This design comes from an exercise in tuning for small area, a short achievable clock period and few clock cycles on the open sky130 flow, not from production work. RTL that was checked went through simulation tests only; none was proved equivalent to the original. Power and IR drop assume default switching activity.

Setup of before:
// lidar_scan_packet_deframer
module lidar_scan_packet_deframer
(
  input  logic        clk,
  input  logic        rst,
  input  logic        s_tvalid,
  output logic        s_tready,
  input  logic [7:0]  s_tdata,
  output logic        m_tvalid,
  input  logic        m_tready,
  output logic [63:0] m_tdata,
  output logic [2:0]  m_tuser,
  output logic        m_tlast,
  input  logic        psel,
  input  logic        penable,
  input  logic        pwrite,
  input  logic [2:0]  paddr,
  input  logic [31:0] pwdata,
  output logic [31:0] prdata,
  output logic        pready
);
Size: roughly 880 flip-flops, ~150 I/O pins, roughly 35,000 sq um of cells after synthesis.
export LEC_CHECK = 0
export ABC_CLOCK_PERIOD_IN_PS = 2000
export CAP_MARGIN = 20
export CORE_MARGIN = 2
export CORE_UTILIZATION = 30
export CTS_CLUSTER_DIAMETER = 100
export CTS_CLUSTER_SIZE = 30
export PLACE_DENSITY = 0.5
export SETUP_SLACK_MARGIN = 2.3
export SLEW_MARGIN = 20
create_clock -name core_clock -period 4.5 [get_ports {clk}]
run.sh (not shown) runs the stock make flow with config.mk's settings and CLKGATE_MAP_FILE= SYNTH_SCRIPT=/design/flow/synth_recipe.tcl, a recipe that flattens the netlist after the stock synthesis.
For after, these inputs were changed with respect to before:
-- flow/design.v --
<<< before, line 327
  logic [9:0] rd_g;
  logic [3:0] rd_s;
  logic [15:0] grp_word [0:9];
  always_comb begin
    for (int g = 0; g < 10; g++) begin
      grp_word[g] = '0;
      for (int k = 0; k < 4; k++) grp_word[g] = grp_word[g] | (mem[4*g+k] & {16{rd_s[k]}});
    end
    rd_word = '0;
    for (int g = 0; g < 10; g++) rd_word = rd_word | (grp_word[g] & {16{rd_g[g]}});
  end
  always_ff @(posedge clk) begin
>>> after, line 327
  logic [9:0] rd_g;
  logic [3:0] rd_s;
  logic [15:0] sub_word [0:3];
  always_comb begin
    for (int k = 0; k < 4; k++) begin
      sub_word[k] = '0;
      for (int g = 0; g < 10; g++) sub_word[k] = sub_word[k] | (mem[4*g+k] & {16{rd_g[g]}});
    end
    rd_word = '0;
    for (int k = 0; k < 4; k++) rd_word = rd_word | (sub_word[k] & {16{rd_s[k]}});
  end
  always_ff @(posedge clk) begin
## What came out
- In the flow results for before and after, the total power is smaller on after.
- Comparing before and after, met3 demand-to-capacity share in global routing is higher on before.
- Routed wire length across before and after: no real change.
- Flip-flop and latch count: after vs before identical
- Delta (after minus before): fraction of power consumed by combinational cells decreased by 4.2 points relative to the old numbers; antenna cell count roughly the same; shortest period the worst path allows increased 16 ps; count of plain and timing-repair buffers shows an increase of 9.
- Summary of after over before: power per cell area decreased 11 nW/um^2, worst setup skew after layout increased 16 ps, final-layout fill cell count decreased 0.57%, cell area decreased about 1.4%.
- Layout cell share with drive strength beyond 1 up 1.9 points in after wrt before
- In the flow results for before and after, the synthesis-to-finish area growth is smaller on after.
Testbench counts of after, summed over its fixed seeds: cycles 18,635.
No functional check of the RTL was part of before.

Another version of the RTL of lidar_scan_packet_deframer (not shown whole).
For scale: about 2,100 cells after synthesis, about 860 flip-flops, ~33,000 um2 of cells after synthesis.
// lidar_scan_packet_deframer
module lidar_scan_packet_deframer
(
  input  logic        clk,
  input  logic        rst,
  input  logic        s_tvalid,
  output logic        s_tready,
  input  logic [7:0]  s_tdata,
  output logic        m_tvalid,
  input  logic        m_tready,
  output logic [63:0] m_tdata,
  output logic [2:0]  m_tuser,
  output logic        m_tlast,
  input  logic        psel,
  input  logic        penable,
  input  logic        pwrite,
  input  logic [2:0]  paddr,
  input  logic [31:0] pwdata,
  output logic [31:0] prdata,
  output logic        pready
);
Settings: LEC_CHECK=0, ABC_CLOCK_PERIOD_IN_PS=2000, CAP_MARGIN=20, CORE_MARGIN=2, CORE_UTILIZATION=30, CTS_CLUSTER_DIAMETER=100, CTS_CLUSTER_SIZE=30, SETUP_SLACK_MARGIN=2.35, SLEW_MARGIN=20; clock period 4.5 ns.
Testbench counts at the start, summed over its fixed seeds: cycles 18,635.
Edit:
--- a/flow/design.v
+++ b/flow/design.v
@@ -110,31 +110,24 @@
     .clk          (clk),
     .rst          (rst),
     .psel         (psel),
     .penable      (penable),
     .pwrite       (pwrite),
     .paddr        (paddr),
     .pwdata       (pwdata),
     .prdata       (prdata),
     .pready       (pready),
     .sample_limit (sample_limit),
     .count_max    (cmax)
   );
-  function automatic logic [1:0] enc4(input logic [3:0] h);
-    enc4 = {h[2] | h[3], h[1] | h[3]};
-  endfunction
-  function automatic logic [3:0] enc10(input logic [9:0] h);
-    enc10 = {h[8] | h[9], h[4] | h[5] | h[6] | h[7], h[2] | h[3] | h[6] | h[7],
-             h[1] | h[3] | h[5] | h[7] | h[9]};
-  endfunction
   function automatic logic [5:0] inc40(input logic [5:0] p);
     inc40 = (p == 6'd39) ? 6'd0 : p + 6'd1;
   endfunction
   localparam int S_HDR0 = 0, S_HDR1 = 1, S_TYPE = 2, S_COUNT = 3, S_SA_LO = 4,
                  S_SA_HI = 5, S_EA_LO = 6, S_EA_HI = 7, S_CK_LO = 8, S_CK_HI = 9,
                  S_SMP_LO = 10, S_SMP_HI = 11, S_CKERR = 12;
   localparam logic [12:0] ST_HUNT = 13'd1;
   logic       rdy;
   logic       h_v;
   logic [7:0] h_b;
   logic       h_aa, h_55, h_le1, h_eq1, h_cok, h_hiok;
   logic       accept;
@@ -251,30 +244,25 @@
       end
       if (st[S_SA_HI]) p_sa <= word[15:1];
       if (st[S_EA_HI]) p_ea <= word[15:1];
       if (st[S_SMP_LO]) lo_ok <= (h_b == xsum[7:0]);
     end
   end
   logic       smp_go, cm_any, adv, cfull;
   logic [5:0] rd_nx, cp_nx, rd_p1, wp_p1;
   logic       rd_eq_cp, rd1_eq_cp, wp_eq_rd, wp1_eq_rd;
   assign smp_go    = go && st[S_SMP_HI];
   assign cm_any    = cm1 || (smp_go && good);
   assign adv       = cm1 || (smp_go && !ckerr);    
-  logic [9:0] rd_g, rd_g1;
-  logic [3:0] rd_s, rd_s1;
-  assign rd_s1 = {rd_s[2:0], rd_s[3]};
-  assign rd_g1 = rd_s[3] ? {rd_g[8:0], rd_g[9]} : rd_g;
-  assign rd    = {enc10(rd_g), enc4(rd_s)};
-  assign rd_p1 = {enc10(rd_g1), enc4(rd_s1)};
+  assign rd_p1     = inc40(rd);
   assign wp_p1     = inc40(wp);
   assign rd_nx     = ld ? rd_p1 : rd;
   assign cp_nx     = cm_any ? wp_p1 : cp;
   assign rd_eq_cp  = (rd == cp);
   assign rd1_eq_cp = (rd_p1 == cp);
   assign wp_eq_rd  = (wp == rd);
   assign wp1_eq_rd = (wp_p1 == rd);
   logic full_nx;
   assign full_nx = adv ? (ld ? wp_eq_rd : wp1_eq_rd) : (!(smp_go && ckerr) && full && !ld);
   always_ff @(posedge clk) begin
     if (rst) begin
       wp    <= '0;
@@ -305,46 +293,50 @@
   logic        out_last;
   logic [7:0]  ftally;
   logic        rd_smp, rd_last;
   logic [15:0] rd_word;
   assign ld       = nz && (!m_tvalid || m_tready);
   logic pkt_act_nx, at_start_nx;
   assign pkt_act_nx  = (ld && rd_smp) ? !rd_last : pkt_act;
   assign cm_pend_nx  = (go && good) || (cm_pend && !(ld && rd_first));
   assign at_start_nx = (go && good) ? (ld ? rd1_eq_cp : rd_eq_cp)
                                     : (ld ? (rd_p1 == pp_start) : (rd == pp_start));
   assign rd_smp   = pkt_act || rd_first;
   assign rd_last  = pkt_act ? (r_left == 6'd1) : (p_c == 6'd1);
+  logic [9:0] rd_g;
+  logic [3:0] rd_s;
   logic [15:0] sub_word [0:3];
   always_comb begin
     for (int k = 0; k < 4; k++) begin
       sub_word[k] = '0;
       for (int g = 0; g < 10; g++) sub_word[k] = sub_word[k] | (mem[4*g+k] & {16{rd_g[g]}});
     end
     rd_word = '0;
     for (int k = 0; k < 4; k++) rd_word = rd_word | (sub_word[k] & {16{rd_s[k]}});
   end
   always_ff @(posedge clk) begin
     if (rst) begin
+      rd       <= '0;
       rd_g     <= 10'd1;
       rd_s     <= 4'd1;
       cm_pend  <= 1'b0;
       pkt_act  <= 1'b0;
       rd_first <= 1'b0;
       m_tvalid <= 1'b0;
       ftally   <= 8'd255;
     end else begin
       if (ld) begin
-        rd_s     <= rd_s1;
-        rd_g     <= rd_g1;
+        rd       <= rd_p1;
+        rd_s     <= {rd_s[2:0], rd_s[3]};
+        if (rd_s[3]) rd_g <= {rd_g[8:0], rd_g[9]};
         m_tvalid <= 1'b1;
         if (rd_smp) begin
           pkt_act <= pkt_act_nx;
           ftally  <= 8'd0;
         end else if (ftally < 8'd254) begin
           ftally  <= ftally + 8'd1;
         end
       end else if (m_tready) begin
         m_tvalid <= 1'b0;
       end
       cm_pend  <= cm_pend_nx;
       rd_first <= cm_pend_nx && !pkt_act_nx && at_start_nx;
After rerunning:
- power climbs slightly
- setup slack degrades by 0.037 ns
- non-clock buffer count drops by 7
- area after synthesis barely changes
- hold slack improves by 0.0075 ns
- sequential share of layout area climbs by 0.22 points
- final cell count drops slightly
- cell area hardly moves
- fmax drops slightly
- core utilization climbs by 0.35 points
- first-iteration DRC count drops by roughly a tenth
- clock skew drops by 0.0041 ns
Testbench counts after the change, summed over its fixed seeds: cycles 18,635.

lidar_scan_packet_deframer, a different RTL version from the one above (not shown whole).
For scale: about 2,300 cells after synthesis, ~870 flip-flops, about 150 I/O pins.
==> flow/config.mk <==
export PLATFORM = sky130hd
export DESIGN_NAME = lidar_scan_packet_deframer
export DESIGN_NICKNAME = lidar_scan_packet_deframer
export VERILOG_FILES = /design/flow/design.v
export SDC_FILE = /design/flow/constraint.sdc
export NUM_CORES = 4
export LEC_CHECK = 0
export ABC_CLOCK_PERIOD_IN_PS = 2000
export CAP_MARGIN = 20
export CORE_MARGIN = 2
export CORE_UTILIZATION = 40
export SETUP_SLACK_MARGIN = 2.3
export SLEW_MARGIN = 20
==> flow/constraint.sdc <==
create_clock -name core_clock -period 4.5 [get_ports {clk}]
set_input_delay 0.9000 -clock core_clock [delete_from_list [all_inputs] [get_ports {clk}]]
set_output_delay 0.9000 -clock core_clock [all_outputs]
set_load 0.01 [all_outputs]
The baseline finished clean.
==> next run, changes <==
--- a/flow/design.v
+++ b/flow/design.v
@@ -203,22 +203,23 @@
     st_nx[S_SA_HI]  = st[S_SA_LO] && h_b[0];
     st_nx[S_EA_LO]  = st[S_SA_HI];
     st_nx[S_EA_HI]  = st[S_EA_LO] && h_b[0];
     st_nx[S_CK_LO]  = st[S_EA_HI];
     st_nx[S_CK_HI]  = st[S_CK_LO];
     st_nx[S_SMP_LO] = st[S_CK_HI] || (st[S_SMP_HI] && !last);
     st_nx[S_SMP_HI] = st[S_SMP_LO];
     st_nx[S_CKERR]  = ckerr;
   end
   logic        cm1;        
-  logic        full;       
+  logic        full;
   logic [15:0] wdata;
+  assign full  = (used == 6'd40);
   assign cm1   = (go && err) || st[S_CKERR];
   assign wdata = st[S_SMP_HI] ? word : {13'd0, code};
   always_ff @(posedge clk) begin
     if (rst) begin
       st  <= ST_HUNT;
       rdy <= 1'b1;
     end else begin
       if (st[S_CKERR]) st <= ST_HUNT;
       else if (go) st <= st_nx;
       rdy <= !(((h_v && !go) || accept) &&
@@ -256,91 +257,75 @@
       uc0 = used + 6'd1;   uc1 = used;
     end else begin
       uc0 = used;          uc1 = used - 6'd1;
     end
   end
   always_ff @(posedge clk) begin
     if (rst) begin
       wp    <= '0;
       cp    <= '0;
       used  <= '0;
-      full  <= 1'b0;
       nz    <= 1'b0;
       cfull <= 1'b0;
     end else begin
       used  <= ld ? uc1 : uc0;
-      full  <= ld ? (uc1 == 6'd40) : (uc0 == 6'd40);
       cp    <= cp_nx;
       nz    <= cm_any || (cfull && !ld) || (rd_nx != cp);
       cfull <= cm_any ? (cp_nx == rd_nx) : (cfull && !ld);
       if (cm1) begin
         wp <= inc40(wp);
       end else if (smp_go && ckerr) begin
         wp <= cp;
       end else if (smp_go) begin
         wp <= inc40(wp);
       end
     end
   end
-  logic [5:0] ub0, ub1;
-  assign ub1 = used - p_c;
-  assign ub0 = ub1 + 6'd1;
   always_ff @(posedge clk) begin
-    if (smp_go && ckerr) ub <= ld ? ub1 : ub0;
+    if (smp_go && ckerr) ub <= (ld ? used - 6'd1 : used) - p_c + 6'd1;
   end
   always_ff @(posedge clk) begin
     if (!full) mem[wp] <= wdata;
     if (go && good) pp_start <= cp;
   end
   logic        pkt_act;    
   logic [5:0]  r_left;     
   logic [14:0] d_sa, d_ea;
   logic        d_t;
   logic [2:0]  out_code;
   logic [15:0] out_dist;
   logic [5:0]  out_i;
   logic        out_last;
   logic [7:0]  ftally;
   logic        rd_first, rd_smp, rd_last;
   logic [15:0] rd_word;
   assign ld       = nz && (!m_tvalid || m_tready);
   assign rd_first = !pkt_act && cm_pend && (rd == pp_start);
   assign rd_smp   = pkt_act || rd_first;
   assign rd_last  = pkt_act ? (r_left == 6'd1) : (p_c == 6'd1);
-  logic [9:0] rd_g;
-  logic [3:0] rd_s;
-  assign rd[1:0] = {rd_s[2] | rd_s[3], rd_s[1] | rd_s[3]};
-  assign rd[5:2] = {rd_g[8] | rd_g[9],
-                    rd_g[4] | rd_g[5] | rd_g[6] | rd_g[7],
-                    rd_g[2] | rd_g[3] | rd_g[6] | rd_g[7],
-                    rd_g[1] | rd_g[3] | rd_g[5] | rd_g[7] | rd_g[9]};
-  logic [15:0] grp_word [0:9];
+  logic [DEPTH-1:0] rd_oh;
   always_comb begin
-    for (int g = 0; g < 10; g++) begin
-      grp_word[g] = '0;
-      for (int k = 0; k < 4; k++) grp_word[g] = grp_word[g] | (mem[4*g+k] & {16{rd_s[k]}});
-    end
     rd_word = '0;
-    for (int g = 0; g < 10; g++) rd_word = rd_word | (grp_word[g] & {16{rd_g[g]}});
+    for (int k = 0; k < DEPTH; k++) rd_word = rd_word | (mem[k] & {16{rd_oh[k]}});
   end
   always_ff @(posedge clk) begin
     if (rst) begin
-      rd_g     <= 10'd1;
-      rd_s     <= 4'd1;
+      rd       <= '0;
+      rd_oh    <= DEPTH'(1);
       cm_pend  <= 1'b0;
       pkt_act  <= 1'b0;
       m_tvalid <= 1'b0;
       ftally   <= 8'd255;
     end else begin
       if (ld) begin
-        rd_s     <= {rd_s[2:0], rd_s[3]};
-        if (rd_s[3]) rd_g <= {rd_g[8:0], rd_g[9]};
+        rd       <= inc40(rd);
+        rd_oh    <= {rd_oh[DEPTH-2:0], rd_oh[DEPTH-1]};
         m_tvalid <= 1'b1;
         if (rd_smp) begin
           pkt_act <= !rd_last;
           ftally  <= 8'd0;
         end else if (ftally < 8'd254) begin
           ftally  <= ftally + 8'd1;
         end
       end else if (m_tready) begin
         m_tvalid <= 1'b0;
       end
@@ -354,19 +339,19 @@
       if (rd_first) begin
         d_sa <= p_sa;
         d_ea <= p_ea;
         d_t  <= p_t;
       end else if (!rd_smp) begin
         d_sa <= '0;
         d_ea <= '0;
         d_t  <= 1'b0;
       end
       out_code <= rd_smp ? 3'd0 : rd_word[2:0];
-      out_dist <= {rd_word[15:3], rd_smp ? rd_word[2:0] : 3'd0};
+      out_dist <= rd_smp ? rd_word : 16'd0;
       out_i    <= pkt_act ? out_i + 6'd1 : 6'd0;
       out_last <= !rd_smp || rd_last;
     end
   end
   assign m_tdata = {3'b000, ftally, d_t, d_ea, d_sa, out_i, out_dist};
   assign m_tuser = out_code;
   assign m_tlast = out_last;
 endmodule
Die area went up by 1.1%.
Sequential cell count went up by 31.
Power went down by 9.1%.
Maximum frequency went up by 3.4%.
Cell count went down by 1.0%.
Non-clock buffer count went down by 10.
Clock-buffer cell count went up by 4.
Worst setup slack gains 0.084 ns.
First-iteration DRC count went up by 45%.
Register-to-register slack gains 0.09 ns.
Sequential share of layout area went up by 1.0 points.
Core utilization went down by 0.25 points.
Function was not checked in any run of this note: the RTL went through the layout flow alone.

## what the ideal ports hide
The results above use ideal ports. As a check the final layouts listed here were re-extracted and re-timed, cells and wires unchanged.
Step 1: set_driving_cell puts a clkbuf_16 on clk and a buf_2 on each other input, an assumption about the parent block.
Step 2, shift: input delay + t, output delay - t, t = (earliest + latest rising clock arrival at the registers) / 2. This alone moves slack from input paths to output paths.
a / b / c = ideal ports / drivers / drivers and shift; a / b = the first two.
run | shift t [ns] | setup slack, ns | latest minus earliest clock arrival (ns) | worst register clock-pin slew, ns
before | 0.678 | 2.300 / 2.265 / 1.720 | 0.045 / 0.045 | 0.12 / 0.12
after | 0.688 | 2.284 / 2.218 / 1.717 | 0.060 / 0.060 | 0.12 / 0.12
the first run of note 2 | 0.676 | 2.331 / 2.255 / 1.713 | 0.054 / 0.054 | 0.12 / 0.12
the second run of note 2 | 0.669 | 2.294 / 2.208 / 1.782 | 0.056 / 0.056 | 0.12 / 0.12
the first run of note 3 | 0.685 | 1.906 / 1.907 / 1.253 | 0.059 / 0.059 | 0.06 / 0.06
the second run of note 3 | 0.710 | 1.990 / 1.998 / 1.308 | 0.037 / 0.038 | 0.07 / 0.07
After both steps setup and hold are still met in every run listed. The setup slack of the second run of note 3, which loses most, moves by +0.008 ns with the drivers and by -0.682 ns with both steps.
